From an optimization exercise on the open Yosys and OpenROAD flow, aimed at small area; shortcuts taken in it are not production practice.
Power is estimated from default activity; no workload was simulated. No driver is modelled on the clock port, so clocking that relies on it looks cheaper here than on a real chip.

rev 12:
==> flow/design.v <==
module axis_adxl_responder #(
  parameter logic [6:0] DEV_ADDR  = 7'h53,
  parameter logic [7:0] DEVID_VAL = 8'hE5
) (
  input  logic        clk,
  input  logic        reset,
  input  logic [31:0] s_axis_tdata,
  input  logic [3:0]  s_axis_tkeep,
  input  logic [7:0]  s_axis_tdest,
  input  logic        s_axis_tvalid,
  input  logic        s_axis_tlast,
  output logic        s_axis_tready,
  output logic [31:0] m_axis_tdata,
  output logic [3:0]  m_axis_tkeep,
  output logic [7:0]  m_axis_tdest,
  output logic        m_axis_tvalid,
  output logic        m_axis_tlast,
  input  logic        m_axis_tready,
  output logic [7:0]  power_ctl
);
  logic [15:0][3:0][7:0] regs_q;
  logic [5:0]  ptr_q;
  logic        resp_q;     
  logic        busy_q;     
  logic        wr_q;       
  logic        pend_q;     
  logic        first_q;    
  logic [7:0]  left_q;     
  logic        idle, hdr_acc, match, is_rd, wr_acc;
  logic [7:0]  n_eff;
  assign s_axis_tready = !reset && !resp_q;
  assign m_axis_tvalid = resp_q;
  assign m_axis_tdest  = {DEV_ADDR, 1'b1};
  assign power_ctl     = regs_q[4'hB][1];
  assign idle    = !resp_q && !busy_q;
  assign hdr_acc = idle && s_axis_tvalid;
  assign match   = (s_axis_tdest[7:1] == DEV_ADDR);
  assign is_rd   = match && s_axis_tdest[0];
  assign wr_acc  = busy_q && wr_q && s_axis_tvalid;
  assign n_eff   = (s_axis_tdata[7:0] == 8'h00) ? 8'd1 : s_axis_tdata[7:0];
  logic [3:0]      lane_wr;     
  logic [3:0][1:0] lane_o;      
  logic [2:0]      n_wr;        
  logic [5:0]      ld_byte;     
  logic [5:0]      base;
  logic            any_keep;
  always_comb begin
    logic [2:0] cnt;
    logic       got;
    cnt      = '0;
    got      = !first_q;
    ld_byte  = '0;
    lane_wr  = '0;
    lane_o   = '0;
    for (int i = 0; i < 4; i++) begin
      if (s_axis_tkeep[i]) begin
        if (!got) begin
          ld_byte = s_axis_tdata[i*8 +: 6];
          got     = 1'b1;
        end else begin
          lane_wr[i] = 1'b1;
          lane_o[i]  = cnt[1:0];
          cnt        = cnt + 3'd1;
        end
      end
    end
    n_wr     = cnt;
    any_keep = |s_axis_tkeep;
  end
  assign base = (first_q && !resp_q) ? ld_byte : ptr_q;
  logic [3:0][3:0] bank_sel;    
  logic [3:0]      bank_we;
  logic [3:0]      bank_nx;
  logic [3:0][7:0] bank_d;
  always_comb begin
    for (int b = 0; b < 4; b++) begin
      logic [1:0] rel;
      rel        = 2'(b) - base[1:0];
      bank_nx[b] = (2'(b) < base[1:0]);
      for (int i = 0; i < 4; i++) bank_sel[b][i] = lane_wr[i] && (lane_o[i] == rel);
      bank_we[b] = wr_acc && (|bank_sel[b]);
      bank_d[b]  = '0;
      for (int i = 0; i < 4; i++) begin
        if (bank_sel[b][i] && !reset) bank_d[b] = bank_d[b] | s_axis_tdata[i*8 +: 8];
      end
    end
  end
  logic [15:0] row_hit;
  logic [3:0]  we_here, we_next;
  always_comb begin
    for (int r = 0; r < 16; r++) row_hit[r] = (base[5:2] == 4'(r));
    for (int b = 0; b < 4; b++) begin
      we_here[b] = bank_we[b] && !bank_nx[b];
      we_next[b] = bank_we[b] && bank_nx[b];
    end
  end
  for (genvar r = 0; r < 16; r++) begin : g_row
    for (genvar b = 0; b < 4; b++) begin : g_bank
      if (r == 0 && b == 0) begin : g_devid
        assign regs_q[r][b] = DEVID_VAL;
      end else begin : g_reg
        logic [7:0] q;
        logic       wr, hold;
        assign wr   = (we_here[b] && row_hit[r]) || (we_next[b] && row_hit[(r + 15) % 16]);
        assign hold = !(wr || reset);
        adxl_byte_reg #(.RV((r == 11 && b == 0) ? 8'h0A : 8'h00)) u_byte (
          .clk(clk), .reset(reset), .hold(hold), .wr(wr), .d(bank_d[b]), .q(q)
        );
        assign regs_q[r][b] = q;
      end
    end
  end
  logic       resp_acc;
  logic [2:0] ptr_inc;
  assign resp_acc = resp_q && m_axis_tready;
  assign ptr_inc  = resp_q ? (m_axis_tlast ? left_q[2:0] : 3'd4) : n_wr;
  always_ff @(posedge clk) begin
    if (reset) begin
      resp_q <= 1'b0;
      busy_q <= 1'b0;
      ptr_q  <= '0;
    end else begin
      if (hdr_acc) begin
        if (!s_axis_tlast) busy_q <= 1'b1;
        if (is_rd && s_axis_tlast) resp_q <= 1'b1;
      end
      if (busy_q && s_axis_tvalid && s_axis_tlast) begin
        busy_q <= 1'b0;
        if (!wr_q && pend_q) resp_q <= 1'b1;
      end
      if (resp_acc || (wr_acc && (!first_q || any_keep))) ptr_q <= base + {3'b0, ptr_inc};
      if (resp_acc && m_axis_tlast) resp_q <= 1'b0;
    end
  end
  always_ff @(posedge clk) begin
    if (hdr_acc) begin
      wr_q    <= match && !s_axis_tdest[0];
      pend_q  <= is_rd;
      first_q <= 1'b1;
      left_q  <= n_eff;
    end
    if (wr_acc && any_keep) first_q <= 1'b0;
    if (resp_acc) left_q[7:2] <= left_q[7:2] - 6'd1;
  end
  logic [5:0] cur;
  assign cur = ptr_q;
  assign m_axis_tlast = (left_q[7:3] == 5'd0) && !(left_q[2] && (left_q[1:0] != 2'd0));
  assign m_axis_tkeep = {|left_q[7:2],
                         (|left_q[7:2]) || (&left_q[1:0]),
                         |left_q[7:1],
                         1'b1};
  logic [15:0]     cur_row;
  logic [3:0][7:0] bank_q;
  always_comb begin
    for (int r = 0; r < 16; r++) cur_row[r] = (cur[5:2] == 4'(r));
    for (int b = 0; b < 4; b++) begin
      bank_q[b] = '0;
      for (int r = 0; r < 16; r++) begin
        if ((2'(b) < cur[1:0]) ? cur_row[(r + 15) % 16] : cur_row[r])
          bank_q[b] = bank_q[b] | regs_q[r][b];
      end
    end
    for (int i = 0; i < 4; i++) begin
      m_axis_tdata[i*8 +: 8] = m_axis_tkeep[i] ? bank_q[2'(i) + cur[1:0]] : 8'h00;
    end
  end
endmodule
module adxl_byte_reg #(
  parameter logic [7:0] RV = 8'h00
) (
  input  logic       clk,
  input  logic       reset,
  input  logic       hold,
  input  logic       wr,
  input  logic [7:0] d,
  output logic [7:0] q
);
  always_ff @(posedge clk) q <= (q & {8{hold}}) | (d & {8{wr}}) | (RV & {8{reset}});
endmodule
Settings: LEC_CHECK=0, CAP_MARGIN=20, CELL_PAD_IN_SITES_DETAIL_PLACEMENT=1, CELL_PAD_IN_SITES_GLOBAL_PLACEMENT=1, CORE_MARGIN=2, CORE_UTILIZATION=55, GPL_ROUTABILITY_DRIVEN=1, PLACE_DENSITY=0.65, SLEW_MARGIN=20, SYNTH_HIERARCHICAL=1; clock period 12.0 ns.
standard.sh (not shown) runs the stock make flow with config.mk's settings and CLKGATE_MAP_FILE= SYNTH_SCRIPT=/design/flow/synth_recipe.tcl, a recipe that flattens the netlist after the stock synthesis.
==> flow/flow/run.sh <==
#!/bin/bash
# Own layout flow: the standard layout, except that
#  * synthesis is the standard synthesis script with ABC's area-oriented
#    mapping script (flow/area.abc) in place of the speed script; all the
#    Yosys passes before ABC (and so the registers) are unchanged;
#  * port buffers are the smallest buffer (buf_1);
#  * CTS uses larger sink clusters and no dummy loads.
# Each tool's output goes to a log file in the work folder.
set -euo pipefail
W=$(pwd)

# Synthesis script: synth_recipe.tcl, sourcing a copy of ORFS's synth.tcl
# whose ABC call uses flow/area.abc.
sed "s#source \$::env(SCRIPTS_DIR)/synth_preamble.tcl#source \$::env(SCRIPTS_DIR)/synth_preamble.tcl\nset abc_args [lreplace \$abc_args 1 1 $W/flow/area.abc]#" \
  "$FLOW_HOME/scripts/synth.tcl" > "$W/own_synth.tcl"
grep -q "flow/area.abc" "$W/own_synth.tcl"
sed "s#\$::env(SCRIPTS_DIR)/synth.tcl#$W/own_synth.tcl#" "$W/synth_recipe.tcl" > "$W/own_synth_recipe.tcl"
grep -q "own_synth.tcl" "$W/own_synth_recipe.tcl"

make -C "$FLOW_HOME" DESIGN_CONFIG="$W/config.mk" WORK_HOME="$W/orfs" CLKGATE_MAP_FILE= \
  SYNTH_SCRIPT="$W/own_synth_recipe.tcl" synth > "$W/synth.log" 2>&1

CTS="-sink_clustering_enable -repair_clock_nets -sink_clustering_size 32 -sink_clustering_max_diameter 100 -buf_list sky130_fd_sc_hd__clkbuf_16 -dont_use_dummy_load"
bash "$W/standard.sh" "BUFFER_PORTS_ARGS=-buffer_cell sky130_fd_sc_hd__buf_1" "CTS_ARGS=$CTS" finish > "$W/layout.log" 2>&1
==> flow/flow/area.abc <==
&get -n
&st
&dch -f
&nf -a -R 1000
&st
&syn2
&dch -f
&nf -a -R 1000
&put
topo
[inputs] rev 13 vs rev 12
diff --git a/flow/flow/run.sh b/flow/flow/run.sh
--- a/flow/flow/run.sh
+++ b/flow/flow/run.sh
@@ -22,3 +22,3 @@
 
-CTS="-sink_clustering_enable -repair_clock_nets -sink_clustering_size 32 -sink_clustering_max_diameter 100 -buf_list sky130_fd_sc_hd__clkbuf_16 -dont_use_dummy_load"
+CTS="-sink_clustering_enable -repair_clock_nets -sink_clustering_size 24 -sink_clustering_max_diameter 80 -buf_list sky130_fd_sc_hd__clkbuf_16 -dont_use_dummy_load"
 bash "$W/standard.sh" "BUFFER_PORTS_ARGS=-buffer_cell sky130_fd_sc_hd__buf_1" "CTS_ARGS=$CTS" finish > "$W/layout.log" 2>&1
==> comparison <==
- Rev 13 against rev 12: violation count after the first detailed-route iteration picked up an extra 123, worst setup slack higher, area after synthesis held steady, static leakage higher.
- Rev 13 | status: complete | timing, DRC, antenna: pass
- When the final numbers for rev 12 and rev 13 were put side by side, the routing usage on met2 turned out to be smaller in rev 12.
- Power after layout delta for rev 13 relative to rev 12: about 5% higher
No run of this note included a check of the RTL's function; only the layout flow was run.

==> port drivers added, routing unchanged <==
How much do the figures lean on ideal ports? The routed layouts below were timed once more, with nothing changed but the port constraints.
Step 1 sets driving cells, clkbuf_16 on the clock port and buf_2 on the other inputs (assumed; they add their load-dependent delay and slew).
Step 2 also shifts input and output timing later by t, the mid clock arrival at the registers, as if the neighbouring blocks saw the same clock.
a / b / c = ideal / step 1 / step 2; a / b = the first two.
run	shift t [ns]	setup WS [ns]	worst hold slack (ns)	worst setup path after step 2
rev 12	0.620	3.685 / 3.707 / 3.087	0.491 / 0.491 / 0.491	input to register
rev 13	0.655	3.820 / 3.843 / 3.188	0.488 / 0.488 / 0.488	input to register
After both steps setup and hold are still met in every run listed. The setup slack of rev 13, which loses most, moves by +0.023 ns with the drivers and by -0.632 ns with both steps.
